Background: an optimization exercise with open tools, aiming at a short achievable clock period and few clock cycles. Do not read the settings as production practice. Function was checked by simulation only, so behaviour that the tests miss may differ from the original. Power and IR drop assume default switching activity.

### flow/config.mk
export PLATFORM = sky130hd
export DESIGN_NAME = cpuTop
export DESIGN_NICKNAME = cpuTop
export VERILOG_FILES = /design/flow/design.v
export SDC_FILE = /design/flow/constraint.sdc
export NUM_CORES = 4
export LEC_CHECK = 0
export ABC_CLOCK_PERIOD_IN_PS = 2500
export CAP_MARGIN = 20
export CORE_MARGIN = 2
export CORE_UTILIZATION = 40
export SETUP_SLACK_MARGIN = 5
export SLEW_MARGIN = 20
export TNS_END_PERCENT = 100
### flow/constraint.sdc
create_clock -name core_clock -period 10.0 [get_ports {clk}]
set_input_delay 2.0000 -clock core_clock [delete_from_list [all_inputs] [get_ports {clk}]]
set_output_delay 2.0000 -clock core_clock [all_outputs]
set_load 0.01 [all_outputs]
### flow/design.v
`default_nettype none
package isaPkg;
	typedef logic [15:0] word_t;
	typedef logic [3:0] regAddr_t;
	typedef logic [1:0] regPrefix_t;
	typedef enum logic [3:0] {
		opLw   = 4'b0001,
		opSw   = 4'b0010,
		opJmp  = 4'b0011,
		opBeq  = 4'b0100,
		opBnq  = 4'b0101,
		opAdd  = 4'b1000,
		opAddi = 4'b1001,
		opNand = 4'b1011,
		opSub  = 4'b1100,
		opOr   = 4'b1111
	} opcode_t;
	localparam regPrefix_t baseRegPrefix = 2'b10;
	localparam regPrefix_t dataRegPrefix = 2'b11;
	typedef struct packed {
		opcode_t opcode;
		regAddr_t rs1;
		regAddr_t rs2;
		regAddr_t rd;
		regAddr_t baseReg;
		regAddr_t memReg;
		word_t simm8;
		word_t memOffset;
		word_t jumpOffset;
	} instrFields_t;
endpackage
`default_nettype wire
`default_nettype none
package ctrlPkg;
	typedef enum logic [1:0] {
		aluAdd,
		aluSub,
		aluNand,
		aluOr
	} aluOp_t;
	typedef enum logic [1:0] {
		srcPc,
		srcRs1,
		srcRd,
		srcBase
	} srcA_t;
	typedef enum logic [2:0] {
		srcRs2,
		srcOne,
		srcSimm8,
		srcMemOffset,
		srcJumpOffset
	} srcB_t;
	typedef struct packed {
		aluOp_t aluOp;
		srcA_t srcA;
		srcB_t srcB;
		logic pcWrite;
		logic pcFromReg;
		logic branchEq;
		logic branchNe;
		logic irWrite;
		logic regWrite;
		logic regDstRd;
		logic memToReg;
		logic memRead;
		logic memWrite;
	} ctrlSig_t;
	localparam ctrlSig_t ctrlIdle = '0;
endpackage
`default_nettype wire
`timescale 1ns/100ps
`default_nettype none
module cpuTop #(
	parameter isaPkg::word_t resetPc = '0
) (
	input wire clk,
	input wire rst,
	input wire isaPkg::word_t instr,
	output isaPkg::word_t instrAddr,
	output isaPkg::word_t dataAddr,
	output isaPkg::word_t dataWrData,
	output logic dataWrite,
	output logic dataRead,
	input wire isaPkg::word_t dataRdData
);
	logic [15:0] pcF;
	logic vD;
	logic pD;
	logic [15:0] irD;
	logic [15:0] pcD;
	logic [15:0] pcD1;
	logic [15:0] selAD;
	logic [15:0] selR1D;
	logic [15:0] selR2D;
	logic [3:0] selBaseD;
	logic [3:0] selMemD;
	logic [3:0] srcAD;
	logic isLwD, isSwD, isJmpD, isBrD, isBeqD, isAddiD, wrD, subD;
	logic [1:0] aluOpD;
	logic [15:0] regs [1:15];
	logic btbV [16];
	logic [11:0] btbTag [16];
	logic [15:0] btbTgt [16];
	logic weE;
	logic [3:0] wE;
	logic lwE;
	logic [1:0] aluOpE;
	logic cinE;
	logic [15:0] opAE;
	logic [15:0] opBE;
	logic chkE;
	logic [15:0] tgtE;
	logic [15:0] pcE;
	logic [15:0] addrE;
	logic [15:0] wdataE;
	logic rdE;
	logic wrE;
	assign instrAddr = pcF;
	assign dataAddr = addrE;
	assign dataWrData = wdataE;
	assign dataRead = rdE;
	assign dataWrite = wrE;
	logic [15:0] sum;
	logic [15:0] alu;
	logic [15:0] resE;
	logic redirE;
	assign sum = opAE + opBE + {15'd0, cinE};
	always_comb begin
		case (aluOpE)
			2'd2: alu = ~(opAE & opBE);
			2'd3: alu = opAE | opBE;
			default: alu = sum;
		endcase
	end
	assign resE = lwE ? dataRdData : alu;
	assign redirE = chkE && (opAE != tgtE);
	logic [3:0] idxF;
	logic hitF;
	logic [15:0] predF;
	logic [3:0] opF;
	logic useRdF;
	assign idxF = pcF[3:0];
	assign hitF = btbV[idxF] && (btbTag[idxF] == pcF[15:4]);
	assign predF = btbTgt[idxF];
	assign opF = instr[15:12];
	assign useRdF = (opF == 4'b1001) || (opF == 4'b0100) || (opF == 4'b0101);
	logic [15:0] vA, vR1, vR2, vBase, vMem;
	logic [15:0] simm8;
	logic [15:0] memOff;
	logic [15:0] jmpTgt;
	logic [15:0] valA;
	logic [15:0] valB;
	logic [15:0] memData;
	logic fwdA, fwdB, fwdM;
	logic eq;
	logic stall;
	logic brTaken;
	logic go;
	logic redirD;
	logic [15:0] tgtD;
	logic [15:0] seqF;
	logic [15:0] pcNext;
	always_comb begin
		vA = '0;
		vR1 = '0;
		vR2 = '0;
		for (int k = 1; k < 16; k++) begin
			vA = vA | ({16{selAD[k]}} & regs[k]);
			vR1 = vR1 | ({16{selR1D[k]}} & regs[k]);
			vR2 = vR2 | ({16{selR2D[k]}} & regs[k]);
		end
		vBase = '0;
		vMem = '0;
		for (int k = 0; k < 4; k++) begin
			vBase = vBase | ({16{selBaseD[k]}} & regs[8 + k]);
			vMem = vMem | ({16{selMemD[k]}} & regs[12 + k]);
		end
	end
	assign simm8 = {{8{irD[7]}}, irD[7:0]};
	assign memOff = {{7{irD[7]}}, irD[7:0], 1'b0};
	assign jmpTgt = pcD1 + {{4{irD[11]}}, irD[11:0]};
	assign fwdA = weE && (wE == srcAD);
	assign fwdB = weE && (wE == irD[3:0]);
	assign fwdM = weE && (wE == {2'b11, irD[11:10]});
	assign valA = fwdA ? resE : vA;
	assign valB = isAddiD ? simm8 : (fwdB ? resE : vR2);
	assign memData = fwdM ? resE : vMem;
	assign eq = (vR1 == vR2);
	assign stall = vD && weE && (
		((isLwD || isSwD) && (wE == {2'b10, irD[9:8]})) ||
		(isBrD && ((wE == irD[7:4]) || (wE == irD[3:0]))));
	assign go = vD && !stall && !redirE;
	assign brTaken = isBrD && (eq == isBeqD);
	assign redirD = pD ? !brTaken : (brTaken || isJmpD);
	assign tgtD = (isBrD && !pD) ? valA : (isJmpD ? jmpTgt : pcD1);
	assign seqF = hitF ? predF : pcF + 16'd1;
	always_comb begin
		if (redirE) begin
			pcNext = opAE;
		end else if (stall) begin
			pcNext = pcF;
		end else if (vD && redirD) begin
			pcNext = tgtD;
		end else begin
			pcNext = seqF;
		end
	end
	always_ff @(posedge clk or posedge rst) begin
		if (rst) begin
			pcF <= resetPc;
			vD <= 1'b0;
			weE <= 1'b0;
			rdE <= 1'b0;
			wrE <= 1'b0;
			chkE <= 1'b0;
		end else begin
			pcF <= pcNext;
			if (redirE) begin
				vD <= 1'b0;
			end else if (!stall) begin
				vD <= !(vD && redirD);
			end
			weE <= go && wrD;
			rdE <= go && isLwD;
			wrE <= go && isSwD;
			chkE <= go && pD && brTaken;
		end
	end
	always_ff @(posedge clk) begin
		if (!stall) begin
			irD <= instr;
			pD <= hitF;
			pcD <= pcF;
			pcD1 <= pcF + 16'd1;
			selAD <= 16'd1 << (useRdF ? instr[11:8] : instr[7:4]);
			srcAD <= useRdF ? instr[11:8] : instr[7:4];
			selR1D <= 16'd1 << instr[7:4];
			selR2D <= 16'd1 << instr[3:0];
			selBaseD <= 4'd1 << instr[9:8];
			selMemD <= 4'd1 << instr[11:10];
			isLwD <= (opF == 4'b0001);
			isSwD <= (opF == 4'b0010);
			isJmpD <= (opF == 4'b0011);
			isBrD <= (opF == 4'b0100) || (opF == 4'b0101);
			isBeqD <= (opF == 4'b0100);
			isAddiD <= (opF == 4'b1001);
			wrD <= (opF == 4'b0001) || ((instr[11:8] != 4'd0) && (
				(opF == 4'b1000) || (opF == 4'b1001) || (opF == 4'b1011) ||
				(opF == 4'b1100) || (opF == 4'b1111)));
			subD <= (opF == 4'b1100);
			case (opF)
				4'b1011: aluOpD <= 2'd2;
				4'b1111: aluOpD <= 2'd3;
				default: aluOpD <= 2'd0;
			endcase
		end
		wE <= isLwD ? {2'b11, irD[11:10]} : irD[11:8];
		lwE <= isLwD;
		aluOpE <= aluOpD;
		cinE <= subD;
		opAE <= valA;
		opBE <= subD ? ~valB : valB;
		tgtE <= pcF;
		pcE <= pcD;
		addrE <= vBase + memOff;
		wdataE <= memData;
	end
	logic bwEn;
	logic bwValid;
	logic [3:0] bwIdx;
	logic [11:0] bwTag;
	logic [15:0] bwTgt;
	always_ff @(posedge clk or posedge rst) begin
		if (rst) begin
			bwEn <= 1'b0;
		end else begin
			bwEn <= redirE || (vD && !stall && (isBrD || pD));
		end
	end
	always_ff @(posedge clk) begin
		if (redirE) begin
			bwValid <= 1'b1;
			bwIdx <= pcE[3:0];
			bwTag <= pcE[15:4];
			bwTgt <= opAE;
		end else begin
			bwValid <= brTaken;
			bwIdx <= pcD[3:0];
			bwTag <= pcD[15:4];
			bwTgt <= valA;
		end
	end
	always_ff @(posedge clk or posedge rst) begin
		if (rst) begin
			for (int i = 0; i < 16; i++) begin
				btbV[i] <= 1'b0;
			end
		end else if (bwEn) begin
			btbV[bwIdx] <= bwValid;
		end
	end
	always_ff @(posedge clk) begin
		if (bwEn && bwValid) begin
			btbTag[bwIdx] <= bwTag;
			btbTgt[bwIdx] <= bwTgt;
		end
	end
	always_ff @(posedge clk or posedge rst) begin
		if (rst) begin
			for (int i = 1; i < 16; i++) begin
				regs[i] <= '0;
			end
		end else if (weE) begin
			regs[wE] <= resE;
		end
	end
endmodule
`default_nettype wire
### flow/flow/run.sh
#!/bin/bash
set -euo pipefail
bash standard.sh SETUP_SLACK_MARGIN=7 finish > standard_flow.log 2>&1
### flow/standard.sh
#!/bin/bash
# synth_recipe.tcl (not shown) runs the flow's synth.tcl, then flattens the netlist and writes it again
# the make line also repeats each setting of config.mk as NAME=value (left out here)
make -C /OpenROAD-flow-scripts/flow DESIGN_CONFIG=/design/flow/config.mk WORK_HOME=/design/flow/orfs CLKGATE_MAP_FILE= SYNTH_SCRIPT=/design/flow/synth_recipe.tcl "${@:-finish}"
==> results of run 1 <==
[placed cells by master, fill, tap and decap left out, drive strengths merged, types with 36 or more instances in the layout]
cell	netlist	routed
clkinv	3	36
edfxtp	560	560
nor2	131	131
a21oi	53	53
inv	63	62
dfrtp	278	278
buf	37	334
a222oi	48	48
mux2i	101	101
nand4	40	40
nor3	49	49
o21ai	315	315
xnor2	81	81
clkbuf	210	147
mux4	128	128
a22oi	286	286
xor2	42	42
a221oi	42	42
ha	65	65
a22o	37	37
nand2	373	373
nand3	84	84
mux2	58	58
dfxtp	137	137
[logic make-up after synthesis]
kind of cell / count (synthesis) / synth area share
muxes: 287 / 0.104
xor gates and xnor gates: 123 / 0.0247
and+or+nand+nor: 784 / 0.0804
DFF: 975 / 0.605
buffers and inverters: 313 / 0.0281
AOI/OAI and AO/OA: 892 / 0.137
adders and majority gates: 69 / 0.0204
[worst max-delay path, cell delays in order, from the launching register on]
cell and delay (ns):
edfxtp_1 0.54, buf_6 0.22, buf_4 0.14, a222oi_1 0.27, nand3_1 0.13, nor2_2 0.18, xnor2_1 0.14, nand4_1 0.21
nor4_4 0.50, mux2i_2 0.36, mux2_4 0.39, a211o_1 0.24, a221o_1 0.28
[cells in the mapped netlist (all sizes together), types with 65 or more instances]
| cell type | n |
|---|---|
| nand3 | 84 |
| dfxtp | 137 |
| nand2 | 373 |
| mux4 | 128 |
| xnor2 | 81 |
| edfxtp | 560 |
| clkbuf | 210 |
| a22oi | 286 |
| ha | 65 |
| nor2 | 131 |
| o21ai | 315 |
| mux2i | 101 |
| dfrtp | 278 |
[layer usage]
| metal | vias to the layer above | global-route usage | wire length (um) |
|---|---|---|---|
| li1 | 13649 | - | - |
| met1 | 16264 | 0.369 | 62500 |
| met2 | 2045 | 0.430 | 70500 |
| met3 | 691 | 0.0721 | 16300 |
| met4 | 12 | 0.148 | 10300 |
| met5 | - | 0.0135 | 257 |
[report_power, final]
| part | switching (mW) | internal [mW] | total, mW | leakage (nW) |
|---|---|---|---|---|
| clock network | 1.67 | 2.37 | 4.04 | 1.76 |
| logic | 3.41 | 2.97 | 6.38 | 9.01 |
| registers | 1.28 | 5.41 | 6.69 | 9.76 |
| total | 6.37 | 10.7 | 17.1 | 20.5 |
[stage by stage]
| step | setup slack (ns) | area, um^2 | total power, mW |
|---|---|---|---|
| 2_1_floorplan | 4.32 | 44000 | 9.40 |
| 3_3_place_gp | 5.22 | 46500 | 11.4 |
| 3_5_place_dp | 5.20 | 46500 | 11.4 |
| 4_1_cts | 6.39 | 52600 | 16.4 |
| 5_1_grt | 6.11 | 53600 | 17.8 |
| 6_report | 6.26 | 53600 | 17.1 |
[cell type report]
type | count | area, um^2
flip-flops and latches | 975 | 26600
fillers | 9348 | 55200
diodes | 2 | 5.00
multi-input cells | 2155 | 17400
clock buffers | 143 | 3010
clock inverters | 52 | 612
inverters | 66 | 268
repair buffers | 376 | 4030
well taps | 1414 | 1770
[registers in the layout, summed over array words and instances (netlist names), 12 cells and up]
name	cells
bwTag	12
opBE	16
addrE	16
selAD	15
btbV	16
bwTgt	16
pcD	16
selR2D	15
btbTag	192
btbTgt	256
tgtE	16
pcE	16
pcD1	16
pcF	16
wdataE	16
regs	240
opAE	16
irD	12
selR1D	15
[final timing paths]
check | from | end | slack (ns) | cells past startpoint
setup / recovery | selR2D[1] | pcF[13] | 6.26 | 12
max in group asynchronous | rst | regs[10][11] | 7.15 | 4
min in group asynchronous | rst | regs[15][5] | 1.82 | 3
hold reg to reg | aluOpD[1] | aluOpE[1] | 0.34 | 0
setup reg to reg | selR2D[1] | pcF[13] | 6.26 | 12
hold / removal | aluOpD[1] | aluOpE[1] | 0.34 | 0
[repair_timing]
item / in CTS / in global routing
setup endpoints to repair: 572 / 398
hold endpoints to repair: 0 / 0
pin swaps: 66 / 60
setup buffers: 131 / 50
cloned: 9 / 2
resized for setup: 509 / 185
==> summary.txt, run 1 <==
status no timing/DRC/antenna violations; Critical Path RT 10.58 ns; Mapped Cells 3443; RSZ-0062 raised after global routing yes; CORE AREA 0.109 mm^2; Port Buffer Count 83; CTS tree done; Ys Warns 3; routed vias 32.7k; Max transition margin 0.0788; DRT Wirelength 160000 um; CTS max path bufs 3; Placed Instances 4794; Detailed Routing Iterations Pass 1 11; fraction of layout cells with a size suffix above 1 0.257; worst skew pair latency 0.71 ns; hold buffers post-CTS 0; PwrDens 319 mW/mm^2; synthesis-to-layout area growth 22.3%; ys flop type edfxtp_1; Layout Cells excl Fill 5183; Max-Cap Viols 0; first-pass GRT wire length 229000 um; Root Driver clkbuf_16; DRC errors left 0; count of different cell masters after synthesis 74; Post-synth ARST share 0.285; GPL Wtd Cong 0.963; drt wl/cell 30.8 um; Die W 335 um; die area 0.112 mm^2; Clock transition at path regs 0.06 ns; hold slack final 0.341 ns; DP HPWL 91200 um; Final Core Density 0.493; crit path DAT 4.33 ns; post-synth top area cell edfxtp_1; HP Class flip-flop to flip-flop; Setup crit start kind flip-flop; setup violators final 0; LEAKAGE 20.5 nW; CTS H-Tree Depth 3; Netlist Area Pre-Place 0.0438 mm^2; Worst Skew 0.0295 ns; TritonCTS buffer count 103; vias in the first global route 31.8k; sequential fraction of the synthesis area 0.605; mean post-synth cell area 12.7 um^2; f_max 267 MHz; gr ovfl total 0; vias per cell 6.30; FF+latch count, synth 975; initial DRC count 5076; effective utilization at floorplan 0.403; clk sinks 975; crit share post-route 0.374; max-slew violation count 0; Critical Path Fanout Max 7; post-synth top area share 0.384; Net Count, Synth 3546; maximum vdd drop 0.177 mV; CP endpoint kind flip-flop; post-route ant nets 0; Top Ports 84; Worst Tran Pin Value 1.38 ns; Nets 3780; die span in y 335 um; Row Count 121; Post-synth EDFFs 560; initial antenna violation count 8; Hold Vio Cnt, Final 0; Final TNS setup 0 ns; Tot GR Track Use 0.282; top cells by area, synth edfxtp_1, dfrtp_1, dfxtp_1; largest net degree at the start of global routing 87; Final min period 3.74 ns; crit path kind flip-flop to flip-flop
Testbench counts, summed over its fixed seeds: cycles 104,403.
==> run 2: changes to the inputs <==
--- a/flow/design.v
+++ b/flow/design.v
@@ -72,4 +72,63 @@
 `timescale 1ns/100ps
 `default_nettype none
+module ksAdd16 (
+	input wire [15:0] a,
+	input wire [15:0] b,
+	input wire cin,
+	output logic [15:0] s
+);
+	logic [15:0] p0;
+	logic [15:0] g0, g1, g2, g3, g4;
+	logic [15:0] q0, q1, q2, q3;
+	assign p0 = a ^ b;
+	assign q0 = p0;
+	assign g0 = (a & b) | {15'd0, p0[0] & cin};
+	always_comb begin
+		g1 = g0;
+		q1 = q0;
+		for (int i = 1; i < 16; i++) begin
+			g1[i] = g0[i] | (q0[i] & g0[i - 1]);
+			q1[i] = q0[i] & q0[i - 1];
+		end
+		g2 = g1;
+		q2 = q1;
+		for (int i = 2; i < 16; i++) begin
+			g2[i] = g1[i] | (q1[i] & g1[i - 2]);
+			q2[i] = q1[i] & q1[i - 2];
+		end
+		g3 = g2;
+		q3 = q2;
+		for (int i = 4; i < 16; i++) begin
+			g3[i] = g2[i] | (q2[i] & g2[i - 4]);
+			q3[i] = q2[i] & q2[i - 4];
+		end
+		g4 = g3;
+		for (int i = 8; i < 16; i++) begin
+			g4[i] = g3[i] | (q3[i] & g3[i - 8]);
+		end
+	end
+	assign s = p0 ^ {g4[14:0], cin};
+endmodule
+`default_nettype wire
+`default_nettype none
+module incDec #(
+	parameter int W = 16
+) (
+	input wire [W-1:0] x,
+	output logic [W-1:0] inc,
+	output logic [W-1:0] dec
+);
+	always_comb begin
+		inc[0] = ~x[0];
+		dec[0] = ~x[0];
+		for (int i = 1; i < W; i++) begin
+			inc[i] = x[i] ^ (&(x | ~((W'(1) << i) - W'(1))));
+			dec[i] = x[i] ^ ~(|(x & ((W'(1) << i) - W'(1))));
+		end
+	end
+endmodule
+`default_nettype wire
+`timescale 1ns/100ps
+`default_nettype none
 module cpuTop #(
 	parameter isaPkg::word_t resetPc = '0
@@ -86,4 +145,6 @@
 );
 	logic [15:0] pcF;
+	logic [15:0] pcFn;
+	logic [15:0] pcI;
 	logic vD;
 	logic pD;
@@ -110,7 +171,9 @@
 	logic [15:0] opAE;
 	logic [15:0] opBE;
-	logic chkE;
+	logic brE;
+	logic tkE;
+	logic pE;
 	logic [15:0] tgtE;
-	logic [15:0] pcE;
+	logic [15:0] pc1E;
 	logic [15:0] addrE;
 	logic [15:0] wdataE;
@@ -118,4 +181,5 @@
 	logic wrE;
 	assign instrAddr = pcF;
+	assign pcI = ~pcFn;
 	assign dataAddr = addrE;
 	assign dataWrData = wdataE;
@@ -126,5 +190,10 @@
 	logic [15:0] resE;
 	logic redirE;
-	assign sum = opAE + opBE + {15'd0, cinE};
+	ksAdd16 aluAdd_i (
+		.a(opAE),
+		.b(opBE),
+		.cin(cinE),
+		.s(sum)
+	);
 	always_comb begin
 		case (aluOpE)
@@ -135,18 +204,23 @@
 	end
 	assign resE = lwE ? dataRdData : alu;
-	assign redirE = chkE && (opAE != tgtE);
+	assign redirE = brE && (tkE ? (!pE || (opAE != tgtE)) : pE);
 	logic [3:0] idxF;
+	logic lkHit;
+	logic [15:0] lkTgt;
+	logic prV;
+	logic [15:0] prT;
 	logic hitF;
 	logic [15:0] predF;
 	logic [3:0] opF;
 	logic useRdF;
-	assign idxF = pcF[3:0];
-	assign hitF = btbV[idxF] && (btbTag[idxF] == pcF[15:4]);
-	assign predF = btbTgt[idxF];
+	assign idxF = pcI[3:0];
+	assign lkHit = btbV[idxF] && (btbTag[idxF] == pcI[15:4]);
+	assign lkTgt = btbTgt[idxF];
+	assign hitF = prV;
+	assign predF = prT;
 	assign opF = instr[15:12];
 	assign useRdF = (opF == 4'b1001) || (opF == 4'b0100) || (opF == 4'b0101);
 	logic [15:0] vA, vR1, vR2, vBase, vMem;
 	logic [15:0] simm8;
-	logic [15:0] memOff;
 	logic [15:0] jmpTgt;
 	logic [15:0] valA;
@@ -159,5 +233,4 @@
 	logic go;
 	logic redirD;
-	logic [15:0] tgtD;
 	logic [15:0] seqF;
 	logic [15:0] pcNext;
@@ -179,6 +252,34 @@
 	end
 	assign simm8 = {{8{irD[7]}}, irD[7:0]};
-	assign memOff = {{7{irD[7]}}, irD[7:0], 1'b0};
-	assign jmpTgt = pcD1 + {{4{irD[11]}}, irD[11:0]};
+	logic [15:0] memAddr;
+	ksAdd16 jmpAdd_i (
+		.a(pcD1),
+		.b({{4{irD[11]}}, irD[11:0]}),
+		.cin(1'b0),
+		.s(jmpTgt)
+	);
+	logic [15:0] memLo;
+	logic [6:0] memHi;
+	logic [6:0] memHiP;
+	logic [6:0] memHiM;
+	ksAdd16 memAdd_i (
+		.a({8'd0, vBase[8:1]}),
+		.b({8'd0, irD[7:0]}),
+		.cin(1'b0),
+		.s(memLo)
+	);
+	incDec #(.W(7)) memHi_i (
+		.x(vBase[15:9]),
+		.inc(memHiP),
+		.dec(memHiM)
+	);
+	always_comb begin
+		case ({irD[7], memLo[8]})
+			2'b01: memHi = memHiP;
+			2'b10: memHi = memHiM;
+			default: memHi = vBase[15:9];
+		endcase
+	end
+	assign memAddr = {memHi, memLo[7:0], vBase[0]};
 	assign fwdA = weE && (wE == srcAD);
 	assign fwdB = weE && (wE == irD[3:0]);
@@ -193,28 +294,42 @@
 	assign go = vD && !stall && !redirE;
 	assign brTaken = isBrD && (eq == isBeqD);
-	assign redirD = pD ? !brTaken : (brTaken || isJmpD);
-	assign tgtD = (isBrD && !pD) ? valA : (isJmpD ? jmpTgt : pcD1);
-	assign seqF = hitF ? predF : pcF + 16'd1;
+	assign redirD = isJmpD || (pD && !isBrD);
+	logic [15:0] pcInc;
+	logic [15:0] pcDec;
+	incDec #(.W(16)) pcInc_i (
+		.x(pcI),
+		.inc(pcInc),
+		.dec(pcDec)
+	);
+	assign seqF = hitF ? predF : pcInc;
 	always_comb begin
 		if (redirE) begin
-			pcNext = opAE;
+			pcNext = tkE ? opAE : pc1E;
 		end else if (stall) begin
-			pcNext = pcF;
+			pcNext = pcI;
 		end else if (vD && redirD) begin
-			pcNext = tgtD;
+			pcNext = isJmpD ? jmpTgt : pcD1;
 		end else begin
 			pcNext = seqF;
 		end
 	end
+	logic seqNext;
+	assign seqNext = !redirE && !stall && !hitF && !(vD && redirD);
 	always_ff @(posedge clk or posedge rst) begin
 		if (rst) begin
 			pcF <= resetPc;
+			pcFn <= ~resetPc;
+			prV <= 1'b0;
 			vD <= 1'b0;
 			weE <= 1'b0;
 			rdE <= 1'b0;
 			wrE <= 1'b0;
-			chkE <= 1'b0;
+			brE <= 1'b0;
 		end else begin
 			pcF <= pcNext;
+			pcFn <= ~pcNext;
+			if (redirE || !stall) begin
+				prV <= lkHit && seqNext;
+			end
 			if (redirE) begin
 				vD <= 1'b0;
@@ -225,5 +340,5 @@
 			rdE <= go && isLwD;
 			wrE <= go && isSwD;
-			chkE <= go && pD && brTaken;
+			brE <= go && isBrD;
 		end
 	end
@@ -232,6 +347,6 @@
 			irD <= instr;
 			pD <= hitF;
-			pcD <= pcF;
-			pcD1 <= pcF + 16'd1;
+			pcD <= pcI;
+			pcD1 <= pcInc;
 			selAD <= 16'd1 << (useRdF ? instr[11:8] : instr[7:4]);
 			srcAD <= useRdF ? instr[11:8] : instr[7:4];
@@ -262,7 +377,12 @@
 		opAE <= valA;
 		opBE <= subD ? ~valB : valB;
-		tgtE <= pcF;
-		pcE <= pcD;
-		addrE <= vBase + memOff;
+		tgtE <= pcI;
+		tkE <= brTaken;
+		pE <= pD;
+		pc1E <= pcD1;
+		if (redirE || !stall) begin
+			prT <= lkTgt;
+		end
+		addrE <= memAddr;
 		wdataE <= memData;
 	end
@@ -276,19 +396,19 @@
 			bwEn <= 1'b0;
 		end else begin
-			bwEn <= redirE || (vD && !stall && (isBrD || pD));
+			bwEn <= vD && !stall && (isBrD || pD);
 		end
 	end
+	logic [15:0] keyD;
+	logic [15:0] pcDInc;
+	incDec #(.W(16)) keyD_i (
+		.x(pcD),
+		.inc(pcDInc),
+		.dec(keyD)
+	);
 	always_ff @(posedge clk) begin
-		if (redirE) begin
-			bwValid <= 1'b1;
-			bwIdx <= pcE[3:0];
-			bwTag <= pcE[15:4];
-			bwTgt <= opAE;
-		end else begin
-			bwValid <= brTaken;
-			bwIdx <= pcD[3:0];
-			bwTag <= pcD[15:4];
-			bwTgt <= valA;
-		end
+		bwValid <= brTaken;
+		bwIdx <= keyD[3:0];
+		bwTag <= keyD[15:4];
+		bwTgt <= valA;
 	end
 	always_ff @(posedge clk or posedge rst) begin
==> flow/flow/run.sh (replaced) <==
#!/bin/bash
# The standard ORFS layout, with these changes to how it is made:
# - adders are left to ABC (no full/half adder cell extraction, which builds
#   ripple chains); registers are mapped exactly as in the standard synthesis;
# - ports are still each given a buffer, but a plain buf_4 rather than the
#   delay-cell buffer buffer_ports picks by default.
set -euo pipefail
export BUFFER_PORTS_ARGS="-buffer_cell sky130_fd_sc_hd__buf_4"
bash standard.sh SETUP_SLACK_MARGIN=7 ADDER_MAP_FILE= finish > standard_flow.log 2>&1
==> summary.txt, run 2 <==
status no timing/DRC/antenna violations; maximum vdd drop 0.148 mV (-16%); Final WS setup 6.70 ns (+0.444 ns); vias per cell 6.41 (+1.8%); Critical Path RT 8.00 ns (-2.58 ns); DRT Wirelength 159000 um (-0.29%); crit path kind flip-flop to primary output; Worst path slowest cell dfrtp_1; Worst path depth 1 (-11); Nets 3570 (-5.6%); Worst Skew 0.0587 ns (+0.0292 ns); CTS tree done; setup violators final 0 (unchanged); Ys Warns 6 (+3); Detailed Routing Iterations Pass 1 12 (+1); Post-synth ARST share 0.297 (+0.0120); top cells by area, synth edfxtp_1, dfrtp_1, mux4_2; drt wl/cell 31.6 um (+2.6%); most instantiated cells after synthesis edfxtp_1, nand2_1, dfrtp_1; effective utilization at floorplan 0.402 (-0.000755); P_sw 6.20 mW (-2.8%); Die W 334 um (-0.23%); Top Family by Delay on Critical Path flip-flops; Row Count 121 (unchanged); largest registers btbTgt (256), regs (240), btbTag (192); crit path DAT 1.30 ns (-3.03 ns); Max transition margin 0.121 (+0.0426); HP Class flip-flop to flip-flop; hold slack final 0.347 ns (+0.00542 ns); post-route ant nets 0 (unchanged); Max-Cap Viols 0 (unchanged); GPL Wtd Cong 0.922 (-4.3%); first-pass GRT wire length 224000 um (-2.2%); DRC errors left 0 (unchanged); crit share post-route 0.330 (-0.0444); RR Endpoint addrE[13]; Worst Tran Pin Value 1.30 ns (-0.0809 ns); clk sinks 993 (+1.8%); die area 0.112 mm^2 (-0.46%); Net Count, Synth 3404 (-4.0%); Post-synth EDFFs 576 (+2.9%); CORE AREA 0.109 mm^2 (-0.28%); largest net degree at the start of global routing 78 (-10%); Tot GR Track Use 0.279 (-0.00281); sequential fraction of the synthesis area 0.622 (+0.0172); Root Driver clkbuf_16; clock power share 0.234 (-0.002); Hold Vio Cnt, Final 0 (unchanged); count of different cell masters after synthesis 88 (+19%); f_max 303 MHz (+13%); R2R Path Start selBaseD[1]; Worst Setup SP pcF[3]; Final TNS setup 0 ns (unchanged); worst reg2reg setup slack 6.76 ns (+0.50 ns); LEAKAGE 19.0 nW (-7.5%); reg2reg path depth 11 (-1); post-synth top area share 0.396 (+0.0128); initial DRC count 5830 (+15%); synthesis-to-layout area growth 19.1%; Netlist Area Pre-Place 0.0436 mm^2 (-0.47%); max-slew violation count 0 (unchanged); combinational cell fraction of total power 0.349 (-0.024); die span in y 334 um (-0.23%); Critical Path Fanout Max 1 (-6); PwrDens 316 mW/mm^2 (-0.97%); fin area 0.0520 mm^2 (-3.1%); Final min period 3.30 ns (-0.444 ns); post-synth top area cell edfxtp_1; CP endpoint kind primary output; gr ovfl total 0 (unchanged); count leader, synth edfxtp_1; crit path buf inv count 1 (-1); Final Core Density 0.479 (-0.0138); mean post-synth cell area 12.9 um^2 (+1.7%); CP Cell Sequence buf_6; TritonCTS buffer count 102 (-0.97%); Critical Path Sink instrAddr[3]; ys flop type edfxtp_1; Net Sw Frac 0.377 (+0.00485); fraction of layout cells with a size suffix above 1 0.251 (-0.00608); Post-DP Area 0.0462 mm^2 (-0.64%); most common cell after layout, fill and taps aside edfxtp_1; Clock transition at path regs 0.06 ns (about the same); flip-flop count of the largest register after layout 256 (unchanged); CTS H-Tree Depth 3 (unchanged); Mapped Cells 3370 (-2.1%); DP HPWL 90600 um (-0.61%); Crit path largest cell delay 0.44 ns (-0.10 ns); vias in the first global route 30.9k (-2.8%); Port Buffer Count 83 (unchanged); pre-CTS setup slack 5.61 ns (+0.407 ns); worst skew pair latency 0.72 ns (about the same); CTS max path bufs 3 (unchanged); commonest non-fill, non-tap cells in the layout edfxtp_1, nand2_1, dfrtp_1; hold buffers post-CTS 0 (unchanged); RSZ-0062 raised after global routing yes; Int Pwr 10.2 mW (-4.8%); Most flops, register btbTgt; routed vias 32.3k (-1.1%); FF+latch count, synth 993 (+1.8%); sequential share of power 0.418 (+0.027); initial antenna violation count 2 (-6); Top Ports 84 (unchanged); Setup crit start kind flip-flop
==> run 2: changes by cell type after synthesis, sizes merged, moves of 19 or more <==
cell and change:
ha -65, mux2i -58, xnor2 +36, a22oi -28
nor2 +26, nand2 -23, nand3 -23, o21ai -23
clkbuf +20, inv -20, and3 +19
==> run 2: what timing repair did <==
item	CTS	global route
cloned	7	5
pin swaps	48	69
setup endpoints to repair	492	383
resized for setup	191	131
setup buffers	77	32
==> run 2: routing by layer <==
metal	global-route usage	vias to the layer above	wire length, um
met5	0.00478	-	127
met4	0.154	6	10500
met3	0.105	657	21400
met2	0.406	2318	68100
met1	0.358	16008	59300
li1	-	13328	-
==> run 2: kinds of logic (layout without fill, tap and decap cells) <==
logic type,count (synthesis),in the layout,synth area share
DFF,993,993,0.622
AOI/OAI and AO/OA,868,868,0.138
and+or+nand+nor,806,808,0.0843
buffers and inverters,304,555,0.0268
muxes,227,227,0.0941
xor gates and xnor gates,164,164,0.0329
adders and majority gates,8,8,0.00189
other,0,2,0
==> run 2: cell type report <==
cell class / instances / area (um^2)
antenna: 2 / 5.00
clock buffer: 147 / 2930
clock inverter: 44 / 453
fill: 9415 / 56600
inverter: 44 / 186
multi-input combinational: 2075 / 16300
sequential: 993 / 27200
tap: 1414 / 1770
timing repair buffer: 319 / 3080
timing repair inverter: 1 / 5.00
==> run 2: per-stage QoR <==
stage | cells | power, mW
2_1_floorplan | 3370 | 9.42
3_3_place_gp | 4723 | 11.4
3_5_place_dp | 4724 | 11.4
4_1_cts | 4999 | 15.9
5_1_grt | 5038 | 17.0
6_report | 5039 | 16.4
==> run 2: power groups by stage <==
stage	registers (mW)	clock network, mW	logic [mW]
final	6.86	3.84	5.73
after global routing	6.94	4.05	6.06
after CTS	6.81	3.89	5.16
after detailed placement	6.92	0	4.51
after global placement	6.92	0	4.47
after floorplan	6.41	0	3.01
==> run 2: how the worst min path moves through the flow <==
stage,cells after the start,from,to,slack (ns)
after floorplan,0,aluOpD[0],aluOpE[0],0.32
after CTS,0,aluOpD[0],aluOpE[0],0.35
after global placement,0,aluOpD[0],aluOpE[0],0.33
after detailed placement,0,aluOpD[0],aluOpE[0],0.33
final,0,aluOpD[0],aluOpE[0],0.35
after global routing,0,aluOpD[0],aluOpE[0],0.36
==> run 2: worst reg2reg max path: cells and delay by family (launching register included) <==
kind	cells	cell delay [ns]
multiplexers	1	0.07
buffers and inverters	1	0.21
AND/OR/NAND/NOR	1	0.20
adder cells (fa/ha/maj)	3	1.01
AO/OA/AOI/OAI	4	1.10
flip-flops	1	0.38
XOR/XNOR	1	0.16
Testbench counts of run 2, summed over its fixed seeds: cycles 107,722.
==> run 3: changes to the inputs <==
--- a/flow/config.mk
+++ b/flow/config.mk
@@ -9,5 +9,5 @@
 export CAP_MARGIN = 20
 export CORE_MARGIN = 2
-export CORE_UTILIZATION = 40
+export CORE_UTILIZATION = 55
 export SETUP_SLACK_MARGIN = 5
 export SLEW_MARGIN = 20
==> summary.txt, run 3 <==
Max-Cap Viols 0 (unchanged); Die W 286 um (-15%); f_max 307 MHz (+1.4%); largest registers btbTgt (256), regs (240), btbTag (192); Critical Path RT 8.00 ns (about the same); Clock transition at path regs 0.06 ns (about the same); Worst Tran Pin Value 1.30 ns (-0.00162 ns); Tot GR Track Use 0.401 (+0.123); CTS H-Tree Depth 3 (unchanged); crit share post-route 0.325 (-0.00466); post-synth top area share 0.396 (unchanged); Row Count 103 (-15%); initial DRC count 6629 (+14%); count of different cell masters after synthesis 88 (unchanged); CORE AREA 0.0787 mm^2 (-27%); fraction of layout cells with a size suffix above 1 0.256 (+0.00555); TritonCTS buffer count 102 (unchanged); most common cell after layout, fill and taps aside edfxtp_1; multi-input logic area 0.0166 mm^2 (+1.6%); Reg area 0.0272 mm^2 (about the same); Netlist Area Pre-Place 0.0436 mm^2 (unchanged); Worst Skew 0.0551 ns (-0.00363 ns); Mapped Cells 3370 (unchanged); Net Count, Synth 3404 (unchanged); synthesis-to-layout area growth 18.9%; clk sinks 993 (unchanged); DRT Wirelength 166000 um (+4.3%); ys flop type edfxtp_1; sequential fraction of the synthesis area 0.622 (unchanged); max-slew violation count 0 (unchanged); most instantiated cells after synthesis edfxtp_1, nand2_1, dfrtp_1; DP HPWL 95300 um (+5.2%); CTS tree done; die span in y 286 um (-15%); post-synth top area cell edfxtp_1; Critical Path Fanout Max 1 (unchanged); Worst path slowest cell dfrtp_2; post-route ant nets 0 (unchanged); routed vias 33.3k (+3.0%); Final min period 3.25 ns (-0.0466 ns); PwrDens 326 mW/mm^2 (+3.1%); RSZ-0062 raised after global routing yes; DRC errors left 0 (unchanged); Most flops, register btbTgt; Crit path largest cell delay 0.45 ns (about the same); CTS max path bufs 3 (unchanged); FF+latch count, synth 993 (unchanged); largest net degree at the start of global routing 76 (-2.6%); Final WS setup 6.75 ns (+0.0466 ns); Hold Vio Cnt, Final 0 (unchanged); first-pass GRT wire length 232000 um (+3.7%); setup violators final 0 (unchanged); Detailed Routing Iterations Pass 1 14 (+2); initial antenna violation count 9 (+7); CP Cell Sequence buf_6; HP Class flip-flop to flip-flop; total power 16.9 mW (+3.0%); Nets 3552 (-0.50%); worst skew pair latency 0.71 ns (about the same); Post-synth ARST share 0.297 (unchanged); drt wl/cell 35.7 um (+13%); Ys Warns 6 (unchanged); CP endpoint kind primary output; die area 0.0816 mm^2 (-27%); mean post-synth cell area 12.9 um^2 (unchanged); pre-CTS setup slack 5.14 ns (-0.465 ns); Fillers 5704 (-39%); Port Buffer Count 83 (unchanged); vias in the first global route 31.8k (+2.7%); crit path buf inv count 1 (unchanged); Setup crit start kind flip-flop; vias per cell 7.14 (+11%); crit path kind flip-flop to primary output; flip-flop count of the largest register after layout 256 (unchanged); commonest non-fill, non-tap cells in the layout edfxtp_1, nand2_1, dfrtp_1; GPL Wtd Cong 0.980 (+6.3%); Max transition margin 0.134 (+0.0124); crit path DAT 1.25 ns (-0.05 ns); Final TNS setup 0 ns (unchanged); Post-synth EDFFs 576 (unchanged); count leader, synth edfxtp_1; status no timing/DRC/antenna violations; effective utilization at floorplan 0.554 (+0.152); Top Family by Delay on Critical Path flip-flops; maximum vdd drop 0.237 mV (+60%); LEAKAGE 19.0 nW (+0.23%); Top Ports 84 (unchanged); Root Driver clkbuf_16; gr ovfl total 0 (unchanged); top cells by area, synth edfxtp_1, dfrtp_1, mux4_2
==> run 3: cell counts after synthesis <==
No cell type changed its count.
==> run 3: layer usage <==
layer | share of wire | wire, um | up-vias | global-route usage
li1 | - | - | 13296 | -
met1 | 0.38 | 62700 | 16622 | 0.559
met2 | 0.42 | 69700 | 2692 | 0.569
met3 | 0.15 | 25100 | 661 | 0.157
met4 | 0.052 | 8700 | 8 | 0.160
met5 | 0.00041 | 68 | - | 0.000581
==> run 3: worst paths after layout <==
check                                to  slack, ns  startpoint  depth (start not counted)
hold reg to reg               aluOpE[1]       0.35   aluOpD[1]                          0
min in group asynchronous   regs[14][4]       1.34         rst                          2
setup reg to reg                bwValid       6.78   selR2D[9]                          9
setup / recovery           instrAddr[9]       6.75      pcF[9]                          1
max in group asynchronous    regs[2][7]       7.21         rst                          4
hold / removal                aluOpE[1]       0.35   aluOpD[1]                          0
==> run 3: layout make-up <==
class	count	area share
tap	1050	0.0253
antenna	2	0.0000964
multi-input combinational	2078	0.320
clock inverter	52	0.0123
inverter	44	0.00359
sequential	993	0.525
timing repair buffer	296	0.0586
timing repair inverter	3	0.000337
clock buffer	141	0.0555
==> run 3: kinds of logic after synthesis <==
logic type               count (synthesis)  share of synthesized area
XOR/XNOR                               164                     0.0329
AND/OR/NAND/NOR                        806                     0.0843
flip-flops                             993                      0.622
buffers and inverters                  304                     0.0268
AO/OA/AOI/OAI                          868                      0.138
multiplexers                           227                     0.0941
adder cells (fa/ha/maj)                  8                    0.00189
==> run 3: timing repair <==
action	in CTS	in global routing
hold buffers	0	0
gates cloned	7	8
resized for setup	241	191
pin swaps	51	74
endpoints found under the hold margin	0	0
buffers inserted	72	25
setup endpoints to repair	574	419
==> run 3: where the power goes <==
group	switching, mW	internal [mW]
sequential	1.39	5.58
clock	1.68	2.27
combinational	3.40	2.60
total	6.47	10.5
==> run 3: through the flow <==
step	util	area [um^2]	hold slack (ns)	std cells
5_1_grt	0.659	51900	0.376	4658
2_1_floorplan	-	43800	0.323	3370
4_1_cts	0.647	51000	0.364	4624
3_5_place_dp	0.581	45700	0.344	4352
3_3_place_gp	0.580	45700	0.331	4349
6_report	0.659	51900	0.355	4659
==> run 4: changes to the inputs <==
--- a/flow/design.v
+++ b/flow/design.v
@@ -172,5 +172,8 @@
 	logic [15:0] opBE;
 	logic brE;
+	logic beqE;
 	logic tkE;
+	logic [15:0] opCE;
+	logic [15:0] keyE;
 	logic pE;
 	logic [15:0] tgtE;
@@ -204,4 +207,5 @@
 	end
 	assign resE = lwE ? dataRdData : alu;
+	assign tkE = (opCE == opBE) == beqE;
 	assign redirE = brE && (tkE ? (!pE || (opAE != tgtE)) : pE);
 	logic [3:0] idxF;
@@ -228,7 +232,5 @@
 	logic [15:0] memData;
 	logic fwdA, fwdB, fwdM;
-	logic eq;
 	logic stall;
-	logic brTaken;
 	logic go;
 	logic redirD;
@@ -288,10 +290,10 @@
 	assign valB = isAddiD ? simm8 : (fwdB ? resE : vR2);
 	assign memData = fwdM ? resE : vMem;
-	assign eq = (vR1 == vR2);
-	assign stall = vD && weE && (
-		((isLwD || isSwD) && (wE == {2'b10, irD[9:8]})) ||
-		(isBrD && ((wE == irD[7:4]) || (wE == irD[3:0]))));
+	logic [15:0] valC;
+	logic fwdC;
+	assign fwdC = weE && (wE == irD[7:4]);
+	assign valC = fwdC ? resE : vR1;
+	assign stall = vD && weE && (isLwD || isSwD) && (wE == {2'b10, irD[9:8]});
 	assign go = vD && !stall && !redirE;
-	assign brTaken = isBrD && (eq == isBeqD);
 	assign redirD = isJmpD || (pD && !isBrD);
 	logic [15:0] pcInc;
@@ -378,5 +380,7 @@
 		opBE <= subD ? ~valB : valB;
 		tgtE <= pcI;
-		tkE <= brTaken;
+		beqE <= isBeqD;
+		opCE <= valC;
+		keyE <= keyD;
 		pE <= pD;
 		pc1E <= pcD1;
@@ -396,5 +400,5 @@
 			bwEn <= 1'b0;
 		end else begin
-			bwEn <= vD && !stall && (isBrD || pD);
+			bwEn <= brE || (go && pD && !isBrD);
 		end
 	end
@@ -407,8 +411,8 @@
 	);
 	always_ff @(posedge clk) begin
-		bwValid <= brTaken;
-		bwIdx <= keyD[3:0];
-		bwTag <= keyD[15:4];
-		bwTgt <= valA;
+		bwValid <= brE && tkE;
+		bwIdx <= brE ? keyE[3:0] : keyD[3:0];
+		bwTag <= brE ? keyE[15:4] : keyD[15:4];
+		bwTgt <= opAE;
 	end
 	always_ff @(posedge clk or posedge rst) begin
--- a/flow/config.mk
+++ b/flow/config.mk
@@ -9,5 +9,5 @@
 export CAP_MARGIN = 20
 export CORE_MARGIN = 2
-export CORE_UTILIZATION = 55
+export CORE_UTILIZATION = 40
 export SETUP_SLACK_MARGIN = 5
 export SLEW_MARGIN = 20
==> summary.txt, run 4 <==
LEAKAGE 19.5 nW (+2.7%); Critical Path RT 8.00 ns (about the same); CP endpoint kind primary output; crit share post-route 0.338 (+0.0130); sequential fraction of the synthesis area 0.624 (+0.00160); CP Cell Sequence buf_6; Root Driver clkbuf_16; Nets 3606 (+1.5%); Int Pwr 10.5 mW (+0.33%); Critical Path Fanout Max 1 (unchanged); P_sw 5.94 mW (-8.2%); FF+latch count, synth 1042 (+4.9%); Net Count, Synth 3498 (+2.8%); CTS tree done; fraction of layout cells with a size suffix above 1 0.237 (-0.0189); Tot GR Track Use 0.275 (-0.126); CTS max path bufs 3 (unchanged); CORE AREA 0.112 mm^2 (+42%); total power 16.4 mW (-2.9%); Netlist Area Pre-Place 0.0451 mm^2 (+3.3%); TritonCTS buffer count 108 (+5.9%); clk sinks 1042 (+4.9%); GPL Wtd Cong 0.955 (-2.5%); clock power share 0.251 (+0.018); post-synth top area share 0.384 (-0.0128); Top Family by Delay on Critical Path flip-flops; status no timing/DRC/antenna violations; setup violators final 0 (unchanged); Most flops, register btbTgt; DRT Wirelength 162000 um (-2.4%); gr ovfl total 0 (unchanged); f_max 296 MHz (-3.8%); Die W 340 um (+19%); post-route ant nets 0 (unchanged); Worst Tran Pin Value 1.43 ns (+0.128 ns); Final min period 3.38 ns (+0.130 ns); most instantiated cells after synthesis edfxtp_1, nand2_1, dfrtp_1; Detailed Routing Iterations Pass 1 13 (-1); count leader, synth edfxtp_1; post-synth top area cell edfxtp_1; Clock transition at path regs 0.06 ns (about the same); maximum vdd drop 0.153 mV (-35%); initial DRC count 5329 (-20%); DRC errors left 0 (unchanged); Final TNS setup 0 ns (unchanged); hold buffers post-CTS 0 (unchanged); Mapped Cells 3464 (+2.8%); largest net degree at the start of global routing 88 (+16%); flip-flop count of the largest register after layout 256 (unchanged); hold slack final 0.328 ns (-0.0265 ns); CTS H-Tree Depth 3 (unchanged); Row Count 123 (+19%); Post-synth EDFFs 576 (unchanged); mean post-synth cell area 13.0 um^2 (+0.54%); crit path buf inv count 1 (unchanged); worst skew pair latency 0.74 ns (+0.03 ns); Post-synth ARST share 0.283 (-0.0140); die area 0.115 mm^2 (+41%); initial antenna violation count 9 (unchanged); DP HPWL 94300 um (-1.1%); vias per cell 6.31 (-12%); RSZ-0062 raised after global routing yes; first-pass GRT wire length 229000 um (-1.4%); HP Class flip-flop to flip-flop; vias in the first global route 30.9k (-2.9%); Port Buffer Count 83 (unchanged); Max-Cap Viols 0 (unchanged); effective utilization at floorplan 0.402 (-0.152); commonest non-fill, non-tap cells in the layout edfxtp_1, nand2_1, dfrtp_1; synthesis-to-layout area growth 17.9%; max-slew violation count 0 (unchanged); PwrDens 309 mW/mm^2 (-5.2%); ys flop type edfxtp_1; Crit path largest cell delay 0.49 ns (+0.04 ns); Worst path slowest cell dfrtp_2; Hold Vio Cnt, Final 0 (unchanged); Ys Warns 6 (unchanged); routed vias 32.6k (-2.0%); largest registers btbTgt (256), regs (240), btbTag (192); Setup crit start kind flip-flop; most common cell after layout, fill and taps aside edfxtp_1; sequential share of power 0.444 (+0.032); Net Sw Frac 0.362 (-0.0207); combinational cell fraction of total power 0.305 (-0.049); Top Ports 84 (unchanged); drt wl/cell 31.4 um (-12%); count of different cell masters after synthesis 94 (+6.8%); Worst Skew 0.0365 ns (-0.0185 ns); crit path DAT 1.38 ns (+0.13 ns); crit path kind flip-flop to primary output; top cells by area, synth edfxtp_1, dfrtp_1, dfxtp_1; Max transition margin 0.0485 (-0.0853); die span in y 340 um (+19%)
## run 4: cell count changes after synthesis, moves of 10 or more
| cell | previous run | this run |
|---|---|---|
| mux2_2 | 42 | 55 |
| nor3_1 | 54 | 67 |
| buf_2 | 10 | 30 |
| clkbuf_1 | 230 | 220 |
| o21ai_1 | 32 | 12 |
| a22o_1 | 49 | 60 |
| nand4_1 | 44 | 30 |
| nand3_1 | 61 | 99 |
| nor2_1 | 157 | 130 |
| dfxtp_1 | 122 | 171 |
| a22oi_1 | 258 | 235 |
| and3_1 | 34 | 17 |
| a21oi_1 | 57 | 68 |
| a221oi_1 | 49 | 61 |
## run 4: path summary, 6_finish.rpt
path	startpoint	endpoint	slack [ns]	cells past startpoint
setup reg to reg	selBaseD[0]	addrE[13]	6.91	11
hold / removal	aluOpD[0]	aluOpE[0]	0.33	0
max in group asynchronous	rst	pcFn[4]	7.28	4
hold reg to reg	aluOpD[0]	aluOpE[0]	0.33	0
setup / recovery	pcF[1]	instrAddr[1]	6.62	1
min in group asynchronous	rst	regs[15][0]	1.47	3
## run 4: kinds of logic after synthesis
group | after synthesis | share of synthesized area
muxes | 246 | 0.0955
DFF | 1042 | 0.624
adders and majority gates | 13 | 0.00311
xor gates and xnor gates | 168 | 0.0330
AOI/OAI and AO/OA | 864 | 0.133
and+or+nand+nor | 812 | 0.0847
buffers and inverters | 319 | 0.0276
## run 4: layout make-up
cell class / instances / area [um^2]
flip-flops and latches: 1042 / 28200
well taps: 1500 / 1880
repair buffers: 275 / 2730
diodes: 3 / 7.51
clock buffers: 161 / 3120
inverters: 39 / 155
clock inverters: 44 / 527
multi-input cells: 2106 / 16500
fillers: 9745 / 59000
## run 4: power groups by stage
| stage | sequential, mW | clock, mW | combinational, mW |
|---|---|---|---|
| after floorplan | 6.63 | 0 | 2.91 |
| after global placement | 7.33 | 0 | 4.04 |
| after detailed placement | 7.33 | 0 | 4.08 |
| after CTS | 7.23 | 4.16 | 4.60 |
| after global routing | 7.41 | 4.33 | 5.31 |
| final | 7.30 | 4.12 | 5.01 |
## run 4: layer usage
| layer | track usage | routed length, um | vias up |
|---|---|---|---|
| li1 | - | - | 13526 |
| met1 | 0.377 | 63800 | 16255 |
| met2 | 0.394 | 68000 | 2205 |
| met3 | 0.0764 | 18700 | 630 |
| met4 | 0.154 | 11800 | 6 |
| met5 | 0.00123 | 41 | - |
## run 4: per-stage QoR
stage | utilization | instance area (um^2) | setup slack [ns] | std cells
floorplan | - | 45200 | 4.10 | 3464
detailed placement | 0.424 | 47600 | 5.82 | 4873
global route | 0.474 | 53200 | 6.60 | 5167
CTS | 0.467 | 52400 | 6.60 | 5128
global placement | 0.424 | 47500 | 5.80 | 4873
finish | 0.474 | 53200 | 6.62 | 5170
## run 4: what timing repair did
action,4_1_cts,5_1_grt
resized for setup,181,95
pin swaps,26,45
gates cloned,6,3
setup buffers,44,34
endpoints found under the setup margin,455,329
Testbench counts of run 4, summed over its fixed seeds: cycles 107,086.
==> run 5: changes to the inputs <==
--- a/flow/config.mk
+++ b/flow/config.mk
@@ -9,5 +9,5 @@
 export CAP_MARGIN = 20
 export CORE_MARGIN = 2
-export CORE_UTILIZATION = 40
+export CORE_UTILIZATION = 60
 export SETUP_SLACK_MARGIN = 5
 export SLEW_MARGIN = 20
==> summary.txt, run 5 <==
DRT Wirelength 161000 um (-0.89%); initial antenna violation count 10 (+1); post-synth top area share 0.384 (unchanged); gr ovfl total 0 (unchanged); fin area 0.0525 mm^2 (-1.3%); Top Family by Delay on Critical Path flip-flops; first-pass GRT wire length 231000 um (+0.85%); ys flop type edfxtp_1; TritonCTS buffer count 107 (-0.93%); setup violators final 0 (unchanged); Worst Setup SP pcF[2]; combinational cell fraction of total power 0.312 (+0.007); Tot GR Track Use 0.419 (+0.143); Critical Path RT 8.00 ns (about the same); Root Driver clkbuf_16; count of different cell masters after synthesis 94 (unchanged); post-synth top area cell edfxtp_1; CTS tree done; LEAKAGE 19.4 nW (-0.47%); Setup crit start kind flip-flop; f_max 303 MHz (+2.6%); multi-input logic area 0.0167 mm^2 (+0.83%); CP endpoint kind primary output; Row Count 100 (-19%); post-route ant nets 0 (unchanged); Ys Warns 6 (unchanged); count leader, synth edfxtp_1; Fillers 5044 (-48%); Detailed Routing Iterations Pass 1 21 (+8); HP Class flip-flop to flip-flop; status failed layout checks; die area 0.0774 mm^2 (-33%); total power 16.3 mW (-0.52%); most instantiated cells after synthesis edfxtp_1, nand2_1, dfrtp_1; CORE AREA 0.0744 mm^2 (-34%); Int Pwr 10.4 mW (-1.0%); Post-synth EDFFs 576 (unchanged); Reg area 0.0282 mm^2 (about the same); RSZ-0062 raised after global routing yes; Final TNS setup 0 ns (unchanged); Worst Tran Pin Value 1.52 ns (+0.0878 ns); Nets 3603 (-0.083%); R2R Path Start selR2D[1]; Final Core Density 0.705 (+0.231); crit path kind flip-flop to primary output; Max transition margin -0.0100 (-0.0585); Port Buffer Count 83 (unchanged); Die W 278 um (-18%); flip-flop count of the largest register after layout 256 (unchanged); initial DRC count 6527 (+22%); crit share post-route 0.330 (-0.00847); crit path buf inv count 1 (unchanged); sequential fraction of the synthesis area 0.624 (unchanged); CTS max path bufs 3 (unchanged); maximum vdd drop 0.178 mV (+16%); largest registers btbTgt (256), regs (240), btbTag (192); vias in the first global route 33.1k (+7.0%); SO Viols max-capacitance violations, max-slew violations; FF+latch count, synth 1042 (unchanged); Post-DP Area 0.0469 mm^2 (-1.4%); Max-Cap Viols 1 (+1); Post-synth ARST share 0.283 (unchanged); synthesis-to-layout area growth 16.4%; Crit path largest cell delay 0.45 ns (-0.04 ns); CTS H-Tree Depth 3 (unchanged); top cells by area, synth edfxtp_1, dfrtp_1, dfxtp_1; P_sw 5.96 mW (+0.36%); commonest non-fill, non-tap cells in the layout edfxtp_1, nand2_1, dfrtp_1; DP HPWL 91400 um (-3.0%); Final min period 3.30 ns (-0.0847 ns); vias per cell 7.22 (+14%); Mapped Cells 3464 (unchanged); crit path DAT 1.30 ns (-0.08 ns); Netlist Area Pre-Place 0.0451 mm^2 (unchanged); routed vias 33.5k (+2.6%); clock power share 0.245 (-0.006); GPL Wtd Cong 0.994 (+4.0%); Worst path slowest cell dfrtp_1; drt wl/cell 34.7 um (+11%); Net Sw Frac 0.365 (+0.00319); fraction of layout cells with a size suffix above 1 0.239 (+0.00129); min-delay src isBeqD; Top Ports 84 (unchanged); CP Cell Sequence buf_6; PwrDens 311 mW/mm^2 (+0.77%); most common cell after layout, fill and taps aside edfxtp_1; clk sinks 1042 (unchanged); sequential share of power 0.443 (about the same); largest net degree at the start of global routing 173 (+97%); Net Count, Synth 3498 (unchanged); Most flops, register btbTgt; DRC errors left 0 (unchanged); worst skew pair latency 0.71 ns (-0.03 ns); Clock transition at path regs 0.06 ns (about the same); max-slew violation count 17 (+17); effective utilization at floorplan 0.606 (+0.204); Worst Skew 0.0447 ns (+0.00812 ns); die span in y 278 um (-18%); Critical Path Fanout Max 1 (unchanged); mean post-synth cell area 13.0 um^2 (unchanged); Hold Vio Cnt, Final 0 (unchanged)
## run 5: cell types whose count changed in the layout (fill, tap and decap cells not counted), sizes merged
cell / previous run / this run
a21o: 5 / 6
a22o: 60 / 62
buf: 269 / 268
bufbuf: 3 / 1
clkbuf: 164 / 155
clkinv: 34 / 40
clkinvlp: 3 / 4
diode: 3 / 4
inv: 39 / 38
## run 5: layout make-up
type | instances | area share
tap | 969 | 0.0231
clock inverter | 50 | 0.0103
sequential | 1042 | 0.537
timing repair buffer | 270 | 0.0511
clock buffer | 154 | 0.0571
multi-input combinational | 2109 | 0.318
inverter | 39 | 0.00296
antenna | 4 | 0.000191
## run 5: layer usage
| layer | track usage | share of wire | routed length [um] |
|---|---|---|---|
| met1 | 0.511 | 0.34 | 54400 |
| met2 | 0.634 | 0.45 | 71700 |
| met3 | 0.140 | 0.12 | 19900 |
| met4 | 0.287 | 0.092 | 14700 |
| met5 | 0.00500 | 0.00057 | 92 |
## run 5: cells by family after synthesis
kind of cell / Yosys count / synth area share
and+or+nand+nor: 812 / 0.0847
DFF: 1042 / 0.624
adders and majority gates: 13 / 0.00311
muxes: 246 / 0.0955
xor gates and xnor gates: 168 / 0.0330
AOI/OAI and AO/OA: 864 / 0.133
buffers and inverters: 319 / 0.0276
## run 5: power groups by stage
| stage | clock [mW] | sequential, mW | combinational [mW] |
|---|---|---|---|
| global route | 4.18 | 7.32 | 5.36 |
| global placement | 0 | 7.20 | 4.01 |
| floorplan | 0 | 6.63 | 2.91 |
| finish | 4.00 | 7.24 | 5.10 |
| CTS | 4.01 | 7.14 | 4.68 |
| detailed placement | 0 | 7.25 | 4.10 |
## run 5: final timing paths
path / slack, ns / to / cells past startpoint
max: 6.70 / instrAddr[2] / 1
min: 0.34 / beqE / 0
max reg2reg: 6.76 / opBE[14] / 7
min reg2reg: 0.34 / beqE / 0
max in group asynchronous: 7.30 / regs[15][15] / 4
min in group asynchronous: 1.39 / regs[5][8] / 3
## run 5: stage by stage
stage | instances | hold slack (ns) | setup slack [ns]
floorplan | 3464 | 0.323 | 4.10
global placement | 4342 | 0.328 | 5.98
detailed placement | 4342 | 0.330 | 5.97
CTS | 4598 | 0.343 | 6.71
global route | 4633 | 0.351 | 6.68
finish | 4637 | 0.342 | 6.70
## run 5: worst register-to-register path: stages (launching register included)
cell and delay [ns]:
edfxtp_1 0.95, a222oi_1 0.58, nand3_1 0.15, nor3_2 0.69, nor2_1 0.12, mux2i_1 0.19, o21ai_0 0.11, a311o_1 0.36
## run 5: timing repair
item                                    4_1_cts  5_1_grt
pin swaps                                    25       56
resized for setup                           166      138
hold buffers                                  0        0
gates cloned                                  6        2
hold endpoints to repair                      0        0
buffers inserted                             46       23
endpoints found under the setup margin      306      158
==> run 6: changes to the inputs <==
--- a/flow/config.mk
+++ b/flow/config.mk
@@ -9,5 +9,5 @@
 export CAP_MARGIN = 20
 export CORE_MARGIN = 2
-export CORE_UTILIZATION = 60
+export CORE_UTILIZATION = 70
 export SETUP_SLACK_MARGIN = 5
 export SLEW_MARGIN = 20
==> summary.txt, run 6 <==
Port Buffer Count 83 (unchanged); Post-synth ARST share 0.283 (unchanged); Mapped Cells 3464 (unchanged); Worst EP kind sequential cell input; Die W 258 um (-7.3%); die span in y 258 um (-7.3%); CTS H-Tree Depth 3 (unchanged); Ys Warns 6 (unchanged); count of different cell masters after synthesis 94 (unchanged); GPL Wtd Cong 1.02 (+3.1%); FF+latch count, synth 1042 (unchanged); hold buffers post-CTS 0 (unchanged); worst-path endpoint after global-route repair_timing prV$_DFFE_PP0P_/D; mean post-synth cell area 13.0 um^2 (unchanged); status did not finish; effective utilization at floorplan 0.703 (+0.0976); Netlist Area Pre-Place 0.0451 mm^2 (unchanged); Net Count, Synth 3498 (unchanged); TritonCTS buffer count 102 (-4.7%); ys flop type edfxtp_1; last stage reached global routing (5_1_grt); pre-CTS setup slack 5.48 ns (-0.486 ns); most instantiated cells after synthesis edfxtp_1, nand2_1, dfrtp_1; sequential fraction of the synthesis area 0.624 (unchanged); gr ovfl total 48; post-synth top area share 0.384 (unchanged); tool error [ERROR GRT-0232] Routing congestion too high. Check the congestion heatmap in the GUI.; DP HPWL 94700 um (+3.6%); largest net degree at the start of global routing 185; clk sinks 1042 (unchanged); Root Driver clkbuf_16; Row Count 93 (-7.0%); Top Ports 84 (unchanged); CTS max path bufs 3 (unchanged); post-synth top area cell edfxtp_1; count leader, synth edfxtp_1; initial antenna violation count 42; top cells by area, synth edfxtp_1, dfrtp_1, dfxtp_1; Post-synth EDFFs 576 (unchanged); Tot GR Track Use 0.754
==> run 6: cell counts after synthesis <==
Identical to the previous run, type by type.
==> run 6: what timing repair did <==
action                                  CTS
resized for setup                       191
pin swaps                                41
cloned                                    8
endpoints found under the setup margin  268
setup buffers                            51
==> run 6: logic make-up after synthesis <==
family,after synthesis,share of synthesized area
DFF,1042,0.624
AOI/OAI and AO/OA,864,0.133
and+or+nand+nor,812,0.0847
buffers and inverters,319,0.0276
muxes,246,0.0955
xor gates and xnor gates,168,0.0330
adders and majority gates,13,0.00311
==> run 6: power groups by stage <==
stage / Combinational (mW) / Sequential [mW] / Clock (mW)
floorplan: 2.91 / 6.63 / 0
global placement: 3.91 / 7.23 / 0
detailed placement: 4.08 / 7.30 / 0
CTS: 4.81 / 7.25 / 4.07
==> run 6: how the worst max path moves through the flow <==
stage,start,endpoint,slack [ns],cells after the start
after CTS,pcF[6],instrAddr[6],6.72,1
after global placement,pcFn[0],prV,5.70,8
after detailed placement,pcFn[0],prV,5.48,8
after floorplan,rst,brE,4.10,1
==> run 6: per-layer routing <==
layer	GRT overflow	track usage
met3	1	0.624
met1	1	0.765
met5	0	0.377
met4	22	0.719
met2	24	0.896
==> run 6: stage by stage <==
step	hold slack [ns]	util	area (um^2)	cells
2_1_floorplan	0.323	-	45200	3464
3_3_place_gp	0.326	0.729	46700	4226
3_5_place_dp	0.338	0.729	46700	4226
4_1_cts	0.347	0.806	51700	4479
==> run 7: changes to the inputs <==
--- a/flow/config.mk
+++ b/flow/config.mk
@@ -9,5 +9,5 @@
 export CAP_MARGIN = 20
 export CORE_MARGIN = 2
-export CORE_UTILIZATION = 70
+export CORE_UTILIZATION = 50
 export SETUP_SLACK_MARGIN = 5
 export SLEW_MARGIN = 20
==> summary.txt, run 7 <==
status no timing/DRC/antenna violations; most common cell after layout, fill and taps aside edfxtp_1; vias in the first global route 32.5k; Ys Warns 6 (unchanged); CTS tree done; flip-flop count of the largest register after layout 256; Critical Path Fanout Max 1; Net Count, Synth 3498 (unchanged); RSZ-0062 raised after global routing yes; Max-Cap Viols 0; DRC errors left 0; CP endpoint kind primary output; Tot GR Track Use 0.354; f_max 301 MHz; TritonCTS buffer count 106 (+3.9%); Top Ports 84 (unchanged); mean post-synth cell area 13.0 um^2 (unchanged); pre-CTS setup slack 5.76 ns (+0.278 ns); worst skew pair latency 0.71 ns; Final WS setup 6.68 ns; Detailed Routing Iterations Pass 1 17; Post-synth ARST share 0.283 (unchanged); Most flops, register btbTgt; drt wl/cell 34.3 um; post-route ant nets 0; initial DRC count 5081; Die W 304 um (+18%); Root Driver clkbuf_16; CTS max path bufs 3 (unchanged); multi-input logic area 0.0168 mm^2; Port Buffer Count 83 (unchanged); sequential fraction of the synthesis area 0.624 (unchanged); Post-synth EDFFs 576 (unchanged); Max transition margin 0.0434; Mapped Cells 3464 (unchanged); ys flop type edfxtp_1; CORE AREA 0.0897 mm^2; die area 0.0926 mm^2; Worst path depth 1; fin area 0.0533 mm^2; hold buffers post-CTS 0 (unchanged); synthesis-to-layout area growth 18.1%; CP Cell Sequence buf_6; hold depth 0; most instantiated cells after synthesis edfxtp_1, nand2_1, dfrtp_1; crit path DAT 1.32 ns; FF+latch count, synth 1042 (unchanged); Layout Cells excl Fill 4881; Row Count 110 (+18%); Worst Tran Pin Value 1.43 ns; initial antenna violation count 9; Clock transition at path regs 0.06 ns; count leader, synth edfxtp_1; Reg area 0.0282 mm^2; CTS H-Tree Depth 3 (unchanged); Setup crit start kind flip-flop; die span in y 304 um (+18%); crit path kind flip-flop to primary output; effective utilization at floorplan 0.503 (-0.201); Placed Instances 4554 (+7.8%); Top Family by Delay on Critical Path flip-flops; post-synth top area cell edfxtp_1; Hold Vio Cnt, Final 0; Netlist Area Pre-Place 0.0451 mm^2 (unchanged); maximum vdd drop 0.251 mV; Final TNS setup 0 ns; setup violators final 0; Worst path slowest cell dfrtp_2; Post-DP Area 0.0472 mm^2 (+0.99%); Final min period 3.32 ns; DP HPWL 96500 um (+1.9%); Crit path largest cell delay 0.47 ns; crit share post-route 0.332; GPL Wtd Cong 0.999 (-2.5%); fraction of layout cells with a size suffix above 1 0.252; reg2reg path depth 13; Critical Path RT 8.00 ns; commonest non-fill, non-tap cells in the layout edfxtp_1, nand2_1, dfrtp_1; crit path buf inv count 1; Worst Skew 0.0274 ns; largest registers btbTgt (256), regs (240), btbTag (192); largest net degree at the start of global routing 167; vias per cell 6.80; Nets 3638; routed vias 33.2k; PwrDens 314 mW/mm^2; max-slew violation count 0; HP Class flip-flop to flip-flop; Fillers 6953; top cells by area, synth edfxtp_1, dfrtp_1, dfxtp_1; gr ovfl total 0; DRT Wirelength 167000 um; LEAKAGE 19.7 nW; total power 16.7 mW; post-synth top area share 0.384 (unchanged); clk sinks 1042 (unchanged); count of different cell masters after synthesis 94 (unchanged); first-pass GRT wire length 235000 um
run 7: cell counts after synthesis:
No cell type changed its count.
run 7: final cells by class:
type / instances / area share
Antenna cell: 7 / 0.000329
Clock buffer: 152 / 0.0563
Timing Repair Buffer: 306 / 0.0560
Sequential cell: 1042 / 0.530
Multi-Input combinational cell: 2109 / 0.315
Inverter: 39 / 0.00287
Tap cell: 1176 / 0.0276
Clock inverter: 50 / 0.0120
run 7: stage by stage:
step | hold slack [ns] | util
after global placement | 0.332 | 0.526
after CTS | 0.348 | 0.580
after floorplan | 0.323 | -
final | 0.347 | 0.594
after global routing | 0.356 | 0.593
after detailed placement | 0.335 | 0.526
run 7: final timing paths:
check	start	end	slack, ns
max	pcF[3]	instrAddr[3]	6.68
min reg2reg	isBeqD	beqE	0.35
min	isBeqD	beqE	0.35
min in group asynchronous	rst	regs[4][11]	1.60
max in group asynchronous	rst	regs[9][3]	7.16
max reg2reg	selBaseD[2]	addrE[11]	6.72
run 7: cell families after synthesis:
| family | Yosys count | synth area share |
|---|---|---|
| fa+ha+maj | 13 | 0.00311 |
| buf+inv | 319 | 0.0276 |
| flops | 1042 | 0.624 |
| simple gates | 812 | 0.0847 |
| mux | 246 | 0.0955 |
| compound gates | 864 | 0.133 |
| xor+xnor | 168 | 0.0330 |
run 7: repair_timing:
action                                 in CTS  in global routing
buffers inserted                           51                 53
cloned                                      4                  7
endpoints found under the hold margin       0                  0
setup endpoints to repair                 424                226
gates resized for setup                   185                153
pin swaps                                  29                 51
run 7: per-layer routing:
layer / track usage / share of wire / vias up
met2: 0.560 / 0.46 / 2323
met3: 0.107 / 0.11 / 763
li1: - / - / 13590
met5: 0.00672 / 0.00056 / -
met1: 0.427 / 0.35 / 16491
met4: 0.216 / 0.086 / 10
run 7: power by group:
part           internal (mW)  switching, mW  leakage (nW)
Combinational           2.43           2.88          7.70
Clock                   2.38           1.73          1.76
Sequential              5.82           1.47          10.3
run 7: worst reg2reg max path: cells and delay by family (launching register included):
kind            cells  cell delay [ns]
compound gates      3             0.64
xor+xnor            1             0.24
fa+ha+maj           3             1.03
buf+inv             3             0.47
flops               1             0.41
simple gates        3             0.35

## separate check: timing with driven ports
In the flow no input, the clock included, has a driving cell. The finished layouts below were timed again as built, in two steps.
Step 1, drivers: a clkbuf_16 drives clk and a buf_2 each remaining input, both assumed.
Step 2, shift: input delay + t, output delay - t, t = (earliest + latest rising clock arrival at the registers) / 2. This alone moves slack from input paths to output paths.
Slacks: no drivers / after step 1 / after step 2; pairs: no drivers / after step 1.
run	shift t [ns]	slack for setup (ns)	pins driven straight from the clock port
run 1	0.773	6.257 / 6.257 / 6.098	1
run 2	0.768	6.701 / 6.622 / 6.408	1
run 3	0.758	6.747 / 6.672 / 6.162	1
run 4	0.791	6.617 / 6.548 / 6.293	1
run 5	0.761	6.702 / 6.630 / 6.385	1
run 7	0.766	6.683 / 6.612 / 6.342	1
For run 3, which loses most, drivers alone change the setup slack by -0.075 ns; drivers and shift together by -0.585 ns.
